From an optimization exercise on the open Yosys and OpenROAD flow, aimed at small area; shortcuts taken in it are not production practice. Function was checked by simulation only, so behaviour that the tests miss may differ from the original. Power figures rest on the tool's default switching activity, not on a simulated workload.

$ cat design/flow/design.v
`timescale 1ns/100ps
`default_nettype none
package alu_pipe_pkg;
    parameter int REG_ADDR_W = 5;
    parameter int NUM_REGS = 32;
    parameter int IMM_W = 16;
    typedef enum logic [2:0] {
        OP_NOP  = 3'd0,
        OP_ADD  = 3'd1,
        OP_SUB  = 3'd2,
        OP_AND  = 3'd3,
        OP_OR   = 3'd4,
        OP_XOR  = 3'd5,
        OP_ADDI = 3'd6,
        OP_BEQ  = 3'd7
    } opcode_e;
    typedef enum logic [1:0] {
        FWD_NONE = 2'd0,
        FWD_MEM  = 2'd1,
        FWD_WB   = 2'd2
    } fwd_sel_e;
    typedef struct packed {
        opcode_e                 opcode;
        logic [REG_ADDR_W-1:0]   rd;
        logic [REG_ADDR_W-1:0]   rs1;
        logic [REG_ADDR_W-1:0]   rs2;
        logic [IMM_W-1:0]        imm;
    } instr_t;
    typedef struct packed {
        logic                    valid;
        logic                    wr;
        logic [REG_ADDR_W-1:0]   rd;
        logic [31:0]             result;
    } stage_t;
    typedef struct packed {
        logic [REG_ADDR_W-1:0]   rd;
        logic [31:0]             value;
    } retire_t;
endpackage
`default_nettype wire
`timescale 1ns/100ps
`default_nettype none
module reg_file #(
    parameter int XLEN = 32
) (
    input  wire                                   clk,
    input  wire                                   rst_n,
    input  wire  [alu_pipe_pkg::REG_ADDR_W-1:0]   rd_addr1,
    input  wire  [alu_pipe_pkg::REG_ADDR_W-1:0]   rd_addr2,
    output logic [XLEN-1:0]                       rd_data1,
    output logic [XLEN-1:0]                       rd_data2,
    input  wire                                   wr_en,
    input  wire  [alu_pipe_pkg::REG_ADDR_W-1:0]   wr_addr,
    input  wire  [XLEN-1:0]                       wr_data
);
    logic [XLEN-1:0] regs [alu_pipe_pkg::NUM_REGS];
    always_ff @(posedge clk) begin
        if (!rst_n) begin
            for (int i = 0; i < alu_pipe_pkg::NUM_REGS; i++) begin
                regs[i] <= '0;
            end
        end else if (wr_en && wr_addr != '0) begin
            regs[wr_addr] <= wr_data;
        end
    end
    assign rd_data1 = (rd_addr1 == '0) ? '0 :
                      (wr_en && wr_addr == rd_addr1) ? wr_data : regs[rd_addr1];
    assign rd_data2 = (rd_addr2 == '0) ? '0 :
                      (wr_en && wr_addr == rd_addr2) ? wr_data : regs[rd_addr2];
endmodule
`default_nettype wire
`timescale 1ns/100ps
`default_nettype none
module decode_stage #(
    parameter int XLEN = 32
) (
    input  wire                                   clk,
    input  wire                                   rst_n,
    input  wire                                   in_valid,
    input  wire  alu_pipe_pkg::instr_t            in_instr,
    input  wire                                   flush_d,
    output logic                                  d_valid,
    output alu_pipe_pkg::instr_t                  d_instr,
    output logic [alu_pipe_pkg::REG_ADDR_W-1:0]   rf_addr1,
    output logic [alu_pipe_pkg::REG_ADDR_W-1:0]   rf_addr2
);
    if (XLEN < alu_pipe_pkg::IMM_W) begin : g_width_check
        $error("decode_stage: XLEN narrower than the immediate field");
    end
    always_ff @(posedge clk) begin
        if (!rst_n) begin
            d_valid <= 1'b0;
        end else begin
            d_valid <= in_valid && !flush_d;
        end
    end
    always_ff @(posedge clk) begin
        if (in_valid) begin
            d_instr <= in_instr;
        end
    end
    assign rf_addr1 = d_instr.rs1;
    assign rf_addr2 = d_instr.rs2;
endmodule
`default_nettype wire
`timescale 1ns/100ps
`default_nettype none
module hazard_control (
    input  wire  [alu_pipe_pkg::REG_ADDR_W-1:0]   e_rs1,
    input  wire  [alu_pipe_pkg::REG_ADDR_W-1:0]   e_rs2,
    input  wire  [alu_pipe_pkg::REG_ADDR_W-1:0]   m_rd,
    input  wire                                   m_wr,
    input  wire  [alu_pipe_pkg::REG_ADDR_W-1:0]   w_rd,
    input  wire                                   w_wr,
    input  wire                                   branch_taken,
    output alu_pipe_pkg::fwd_sel_e                fwd1,
    output alu_pipe_pkg::fwd_sel_e                fwd2,
    output logic                                  flush_d,
    output logic                                  flush_e
);
    function automatic logic [1:0] pick_src(
        input logic [alu_pipe_pkg::REG_ADDR_W-1:0] rs,
        input logic                                mem_wr,
        input logic [alu_pipe_pkg::REG_ADDR_W-1:0] mem_rd,
        input logic                                wb_wr,
        input logic [alu_pipe_pkg::REG_ADDR_W-1:0] wb_rd
    );
        if (rs == '0)
            pick_src = alu_pipe_pkg::FWD_NONE;
        else if (mem_wr && mem_rd == rs)
            pick_src = alu_pipe_pkg::FWD_MEM;
        else if (wb_wr && wb_rd == rs)
            pick_src = alu_pipe_pkg::FWD_WB;
        else
            pick_src = alu_pipe_pkg::FWD_NONE;
    endfunction
    assign fwd1 = alu_pipe_pkg::fwd_sel_e'(pick_src(e_rs1, m_wr, m_rd, w_wr, w_rd));
    assign fwd2 = alu_pipe_pkg::fwd_sel_e'(pick_src(e_rs2, m_wr, m_rd, w_wr, w_rd));
    assign flush_d = branch_taken;
    assign flush_e = branch_taken;
endmodule
`default_nettype wire
`timescale 1ns/100ps
`default_nettype none
module execute_stage #(
    parameter int XLEN = 32
) (
    input  wire                                   clk,
    input  wire                                   rst_n,
    input  wire                                   d_valid,
    input  wire  alu_pipe_pkg::instr_t            d_instr,
    input  wire  [XLEN-1:0]                       rf_data1,
    input  wire  [XLEN-1:0]                       rf_data2,
    input  wire                                   flush_e,
    input  wire  alu_pipe_pkg::fwd_sel_e          fwd1,
    input  wire  alu_pipe_pkg::fwd_sel_e          fwd2,
    input  wire  [XLEN-1:0]                       w_result,
    output logic [alu_pipe_pkg::REG_ADDR_W-1:0]   e_rs1,
    output logic [alu_pipe_pkg::REG_ADDR_W-1:0]   e_rs2,
    output logic                                  branch_taken,
    output alu_pipe_pkg::stage_t                  m_stage
);
    logic                   e_valid;
    alu_pipe_pkg::instr_t   e_instr;
    logic [XLEN-1:0]        e_data1;
    logic [XLEN-1:0]        e_data2;
    logic [XLEN-1:0]        op1;
    logic [XLEN-1:0]        op2;
    logic [XLEN-1:0]        imm_ext;
    logic [XLEN-1:0]        alu_result;
    logic                   is_alu;
    alu_pipe_pkg::stage_t   m_next;
    always_ff @(posedge clk) begin
        if (!rst_n) begin
            e_valid <= 1'b0;
        end else begin
            e_valid <= d_valid && !flush_e;
        end
    end
    always_ff @(posedge clk) begin
        e_instr <= d_instr;
        e_data1 <= rf_data1;
        e_data2 <= rf_data2;
    end
    assign e_rs1 = e_instr.rs1;
    assign e_rs2 = e_instr.rs2;
    always_comb begin
        case (fwd1)
            alu_pipe_pkg::FWD_MEM: op1 = m_stage.result;
            alu_pipe_pkg::FWD_WB:  op1 = w_result;
            default:               op1 = e_data1;
        endcase
        case (fwd2)
            alu_pipe_pkg::FWD_MEM: op2 = m_stage.result;
            alu_pipe_pkg::FWD_WB:  op2 = w_result;
            default:               op2 = e_data2;
        endcase
    end
    assign imm_ext = {{(XLEN-alu_pipe_pkg::IMM_W){e_instr.imm[alu_pipe_pkg::IMM_W-1]}}, e_instr.imm};
    always_comb begin
        case (e_instr.opcode)
            alu_pipe_pkg::OP_ADD:  alu_result = op1 + op2;
            alu_pipe_pkg::OP_SUB:  alu_result = op1 - op2;
            alu_pipe_pkg::OP_AND:  alu_result = op1 & op2;
            alu_pipe_pkg::OP_OR:   alu_result = op1 | op2;
            alu_pipe_pkg::OP_XOR:  alu_result = op1 ^ op2;
            alu_pipe_pkg::OP_ADDI: alu_result = op1 + imm_ext;
            default:               alu_result = '0;
        endcase
    end
    assign is_alu = !(e_instr.opcode == alu_pipe_pkg::OP_NOP || e_instr.opcode == alu_pipe_pkg::OP_BEQ);
    assign branch_taken = e_valid && e_instr.opcode == alu_pipe_pkg::OP_BEQ && op1 == op2;
    always_comb begin
        m_next.valid  = e_valid;
        m_next.wr     = e_valid && is_alu && e_instr.rd != '0;
        m_next.rd     = e_instr.rd;
        m_next.result = alu_result;
    end
    always_ff @(posedge clk) begin
        if (!rst_n) begin
            m_stage.valid <= 1'b0;
            m_stage.wr    <= 1'b0;
        end else begin
            m_stage <= m_next;
        end
    end
endmodule
`default_nettype wire
`timescale 1ns/100ps
`default_nettype none
module retire_stage #(
    parameter int XLEN = 32
) (
    input  wire                                   clk,
    input  wire                                   rst_n,
    input  wire  alu_pipe_pkg::stage_t            m_stage,
    output alu_pipe_pkg::stage_t                  w_stage,
    output logic                                  wr_en,
    output logic [alu_pipe_pkg::REG_ADDR_W-1:0]   wr_addr,
    output logic [XLEN-1:0]                       wr_data,
    output logic                                  retire_valid,
    output alu_pipe_pkg::retire_t                 retire
);
    always_ff @(posedge clk) begin
        if (!rst_n) begin
            w_stage.valid <= 1'b0;
            w_stage.wr    <= 1'b0;
        end else begin
            w_stage <= m_stage;
        end
    end
    assign wr_en   = w_stage.wr;
    assign wr_addr = w_stage.rd;
    assign wr_data = w_stage.result;
    assign retire_valid = w_stage.valid && w_stage.wr;
    assign retire.rd    = w_stage.rd;
    assign retire.value = w_stage.result;
endmodule
`default_nettype wire
`timescale 1ns/100ps
`default_nettype none
module alu_pipe_top #(
    parameter int XLEN = 32
) (
    input  wire                                   clk,
    input  wire                                   rst_n,
    input  wire                                   in_valid,
    input  wire  [33:0]                           in_instr,
    output logic                                  retire_valid,
    output logic [36:0]                           retire
);
    logic                                  d_valid;
    alu_pipe_pkg::instr_t                  d_instr;
    logic [alu_pipe_pkg::REG_ADDR_W-1:0]   rf_addr1;
    logic [alu_pipe_pkg::REG_ADDR_W-1:0]   rf_addr2;
    logic [XLEN-1:0]                       rf_data1;
    logic [XLEN-1:0]                       rf_data2;
    logic [alu_pipe_pkg::REG_ADDR_W-1:0]   e_rs1;
    logic [alu_pipe_pkg::REG_ADDR_W-1:0]   e_rs2;
    alu_pipe_pkg::fwd_sel_e                fwd1;
    alu_pipe_pkg::fwd_sel_e                fwd2;
    logic                                  branch_taken;
    logic                                  flush_d;
    logic                                  flush_e;
    alu_pipe_pkg::stage_t                  m_stage;
    alu_pipe_pkg::stage_t                  w_stage;
    logic                                  wr_en;
    logic [alu_pipe_pkg::REG_ADDR_W-1:0]   wr_addr;
    logic [XLEN-1:0]                       wr_data;
    reg_file #(.XLEN(XLEN)) i_reg_file (
        .clk, .rst_n,
        .rd_addr1(rf_addr1), .rd_addr2(rf_addr2),
        .rd_data1(rf_data1), .rd_data2(rf_data2),
        .wr_en, .wr_addr, .wr_data
    );
    alu_pipe_pkg::instr_t                  in_word;
    alu_pipe_pkg::retire_t                 retire_word;
    assign in_word = alu_pipe_pkg::instr_t'(in_instr);
    assign retire  = 37'(retire_word);
    decode_stage #(.XLEN(XLEN)) i_decode (
        .clk, .rst_n, .in_valid, .in_instr(in_word), .flush_d,
        .d_valid, .d_instr, .rf_addr1, .rf_addr2
    );
    hazard_control i_hazard (
        .e_rs1, .e_rs2,
        .m_rd(m_stage.rd), .m_wr(m_stage.wr),
        .w_rd(w_stage.rd), .w_wr(w_stage.wr),
        .branch_taken, .fwd1, .fwd2, .flush_d, .flush_e
    );
    execute_stage #(.XLEN(XLEN)) i_execute (
        .clk, .rst_n, .d_valid, .d_instr, .rf_data1, .rf_data2,
        .flush_e, .fwd1, .fwd2, .w_result(wr_data),
        .e_rs1, .e_rs2, .branch_taken, .m_stage
    );
    retire_stage #(.XLEN(XLEN)) i_retire (
        .clk, .rst_n, .m_stage, .w_stage,
        .wr_en, .wr_addr, .wr_data, .retire_valid, .retire(retire_word)
    );
endmodule
`default_nettype wire
$ cat design/flow/constraint.sdc
create_clock -name core_clock -period 6.0 [get_ports {clk}]
set_input_delay 1.2000 -clock core_clock [delete_from_list [all_inputs] [get_ports {clk}]]
set_output_delay 1.2000 -clock core_clock [all_outputs]
set_load 0.01 [all_outputs]
$ cat design/flow/run.sh
#!/bin/bash
# synth_recipe.tcl (not shown) runs the flow's synth.tcl, then flattens the netlist and writes it again
# the make line also repeats each setting of config.mk as NAME=value (left out here)
make -C /OpenROAD-flow-scripts/flow DESIGN_CONFIG=/design/flow/config.mk WORK_HOME=/design/flow/orfs CLKGATE_MAP_FILE= SYNTH_SCRIPT=/design/flow/synth_recipe.tcl finish
$ cat design/flow/config.mk
export PLATFORM = sky130hd
export DESIGN_NAME = alu_pipe_top
export DESIGN_NICKNAME = alu_pipe_top
export VERILOG_FILES = /design/flow/design.v
export SDC_FILE = /design/flow/constraint.sdc
export NUM_CORES = 4
export LEC_CHECK = 0
export CAP_MARGIN = 20
export CORE_MARGIN = 2
export CORE_UTILIZATION = 40
export SLEW_MARGIN = 20
==> run_results.csv <==
group,metric,value,unit
floorplanning,die-area,174000,sq um
critical_path,reg2regPathDepth,19,
routing,drtAntennaViolNets,0,
floorplanning,start_util,0.4029,
global_routing,busiest_layer,"met2",
clocking,cts_tree,"yes",
final_layout,seqCellArea,36310,sq um
floorplanning,io_pins,75,
clocking,clock_latency,810,ps
critical_path,r2r-start,"i_retire.w_stage[35]",
critical_path,worstReg2RegEnd,"i_execute.m_stage[28]",
global_routing,antenna_found_initial,4,
timing,worst_pin_slew,1093,ps
pwr,pwr-share-seq,0.424,
clocking,cts_hold_buf,0,
place,place_congestion,0.9588,
floorplanning,die_y,417.1,microns
critical_path,critPathMaxFanout,51,
worst_hold_path,holdCritPathClass,"register to register",
synth,yosysWarnings,5,
routing,via_per_inst,6.010,
clocking,clk_pin_slew,70,ps
critical_path,required,6530,ps
pwr,netSwitchingPower,7398,uW
global_routing,grt_max_degree,75,
critical_path,start_kind,"register",
routing,via_count,42210,
clocking,ctsResizeCount,0,
synth,synth_flop_cell,"edfxtp_1",
clocking,cts_max_path_buffers,3,
clocking,cts.sinks,1246,
final_layout,drive_gt1_frac,0.2429,
global_routing,met3_usage,0.04941,
pwr,power_switching_share,0.3018,
worst_hold_path,hold_depth,0,
pwr,p_clk_frac,0.348,
final_layout,fin_cells,7022,
routing,drt_wl_total,213200,microns
synth,syn-cell-area,68270,sq um
synth,ys_seq_elements,1246,
timing,clock_skew,29.93,ps
global_routing,grt_usage,0.2443,
timing,period_share,0.8905,
floorplanning,rows,151,
clocking,htreeDepth,4,
critical_path,end_kind,"register",
timing,fin_ws,657.2,ps
critical_path,crit_type,"register to register",
place,hpwl,130800,microns
critical_path,cp_data_arrival_time,5880,ps
critical_path,regToRegSetupSlack,660,ps
timing,fin_setup_tns,0,ps
pwr,p_int,17120,uW
timing,hold_viol_final,0,
worst_hold_path,hp-start,"i_decode.d_instr[29]",
pwr,p_comb_frac,0.228,
timing,rsz0062_at_grt,"false",
final_layout,area_growth_syn_to_layout,12.58,%
synth,syn-instance-count,4739,
routing,drt_iter0_markers,4836,
routing,wl_per_cell,30.37,microns
timing,fin_crit,5343,ps
synth,synth-edff-count,1132,
floorplanning,coreArea,169500,sq um
pwr,p_per_area,319.0,nW/um^2
timing,relSlewSlack,0.2695,
floorplanning,die_w,417.1,microns
global_routing,met2_usage,0.4085,
place,dp_cells,6759,
synth,ys_types,99,
clocking,cts_setup_buffers,0,
timing,fmax,187.2,MHz
routing,drc,0,
pwr,p_total,24520,uW
synth,synthArstFlopShare,0,
job,maxCapViolations,0,
global_routing,grt_pass1_vias,42660,
place,preCtsSetupSlack,687.4,ps
final_layout,layout.nets,4857,
global_routing,grt-ovfl-total,0,
pwr,ir_worst_vdd,0.2480,mV
timing,slew_violations,0,
synth,synth-seq-area-share,0.5313,
clocking,ctsRootBufferMaster,"clkbuf_16",
global_routing,grt_util_met1,0.3203,
synth,syn_avg_cell_area,14.41,sq um
place,io_buffers,74,
timing,setup_violations,0,
routing,drt_first_pass_iters,6,
clocking,cts_buffers,139,
global_routing,grt_pass1_wl,306500,microns
worst_hold_path,holdPathEnd,"i_execute.e_instr[29]",
final_layout,multiInputGateArea,30300,sq um
outcome,status,"complete, no violations",
final_layout,n_fill_cell,14650,
pwr,p_leak,0.02749,uW
power groups by stage:
stage	Sequential, uW	Clock [uW]	Combinational (uW)
5_1_grt	10400	8950	5920
6_report	10400	8530	5590
3_5_place_dp	10600	0	5440
4_1_cts	10400	8640	5470
3_3_place_gp	10600	0	5410
2_1_floorplan	10400	0	3800
registers in the layout, summed over array words and instances (netlist names), named ones only:
register / count
i_decode.d_instr: 34
i_decode.d_valid: 1
i_retire.w_stage: 39
i_execute.e_instr: 34
i_execute.e_data2: 32
i_execute.m_stage: 39
i_execute.e_data1: 32
i_execute.e_valid: 1
i_reg_file.regs: 1024
synthesized netlist by cell type, types with 11 or more instances:
| cell | n | area (sq um) |
|---|---|---|
| xor2_1 | 35 | 306.5 |
| mux2i_1 | 67 | 670.6 |
| and2_1 | 999 | 6250 |
| nor2b_1 | 11 | 68.82 |
| buf_2 | 56 | 280.3 |
| buf_1 | 35 | 131.4 |
| a21o_1 | 14 | 105.1 |
| o221ai_1 | 15 | 131.4 |
| edfxtp_1 | 1132 | 33990 |
| a22oi_1 | 66 | 495.5 |
| mux4_2 | 640 | 14410 |
| buf_4 | 39 | 292.8 |
| a211oi_1 | 66 | 495.5 |
| ha_1 | 130 | 1627 |
| clkbuf_1 | 337 | 1265 |
| nor2_1 | 212 | 795.8 |
| nor3_1 | 20 | 100.1 |
| a21oi_1 | 103 | 515.5 |
| nand2_1 | 110 | 412.9 |
| xnor2_1 | 47 | 411.6 |
| dfxtp_1 | 114 | 2282 |
| inv_1 | 108 | 405.4 |
| nand3_1 | 14 | 70.07 |
| o21ai_0 | 152 | 760.7 |
metal layers:
metal  vias up  share of wire
met5         -        0.00057
met4         2          0.030
met3       380          0.086
met2      2001           0.49
met1     21920           0.39
li1      17900              -
worst max-delay path by stage:
stage,from,endpoint,cells after the start
floorplan,i_retire.w_stage[35],i_execute.m_stage[30],22
global placement,i_retire.w_stage[35],i_execute.m_stage[24],20
detailed placement,i_retire.w_stage[35],i_execute.m_stage[31],19
CTS,i_retire.w_stage[36],i_execute.m_stage[31],19
global route,i_retire.w_stage[35],i_execute.m_stage[28],19
finish,i_retire.w_stage[35],i_execute.m_stage[28],19
cells by family (layout without fill, tap and decap cells):
kind of cell | Yosys count | after routing | share of synthesized area
xor+xnor | 82 | 82 | 0.01052
flops | 1246 | 1246 | 0.5313
simple gates | 1437 | 1437 | 0.1206
other cells | 1 | 35 | 0.00005493
fa+ha+maj | 132 | 132 | 0.02441
mux | 717 | 717 | 0.2226
compound gates | 539 | 539 | 0.05461
buf+inv | 585 | 616 | 0.03585
through the flow:
stage / instance area, sq um / util / hold slack [ps]
2_1_floorplan: 68390 / - / 323.3
3_3_place_gp: 72030 / 0.4250 / 329.2
3_5_place_dp: 72240 / 0.4263 / 326.9
4_1_cts: 76740 / 0.4528 / 342.2
5_1_grt: 76850 / 0.4535 / 350.1
6_report: 76860 / 0.4535 / 339.9
placed cells by master, fill, tap and decap left out, drive strengths merged, types with 9 or more instances in the layout:
cell              n
edfxtp         1132
and2            999
mux4            640
nor2            214
clkbuf          181
buf             178
o21ai           160
ha              130
inv             122
dfxtp           114
nand2           110
a21oi           107
clkdlybuf4s50    72
a211oi           68
mux2i            67
a22oi            66
clkinv           53
xnor2            47
xor2             35
conb             32
nor3             22
o221ai           16
a21o             15
nand3            15
nor2b            14
nor4             12
a31oi            12
a221oi           11
mux2             10
nand2b           10
o21bai           10
a22o              9
worst max-delay path, stage by stage, from the launching register on:
cell and delay [ps]:
edfxtp_1 460, xor2_1 190, nor3_1 220, nand3_1 100, or3_1 380, ha_2 500, buf_12 250, nor2_1 70
a21oi_1 340, inv_1 80, ha_1 400, nor2b_1 210, o211ai_1 150, a2111oi_1 580, o311ai_0 320, a311oi_1 370
o22ai_1 130, xnor2_1 140, nand2_1 80, o211ai_2 90
final cells by class:
cell class | count | share of cell area
clock buffer | 181 | 0.04962
tap | 2218 | 0.03611
clock inverter | 73 | 0.008856
sequential | 1246 | 0.4724
timing repair buffer | 250 | 0.03326
antenna | 3 | 0.00009768
inverter | 112 | 0.005470
multi-input combinational | 2939 | 0.3942

-- separate check: timing with driven ports --
How much do the figures lean on ideal ports? The routed layout below was timed once more, with nothing changed but the port constraints. Step 1 assumes that a clkbuf_16 drives the clock port and a buf_2 every other input. Step 2 also shifts input and output timing later by t, the mid clock arrival at the registers, as if the neighbouring blocks saw the same clock. Three values: ideal ports, drivers, drivers and shift; two values: the first two.
t (ns): 0.869
setup slack, ns: 0.657 / 0.657 / 0.657
clock arrival spread, ns: 0.034 / 0.035
After both steps this run still meets setup and hold. For this run, drivers alone change the setup slack by 0.000 ns; drivers and shift together by 0.000 ns.
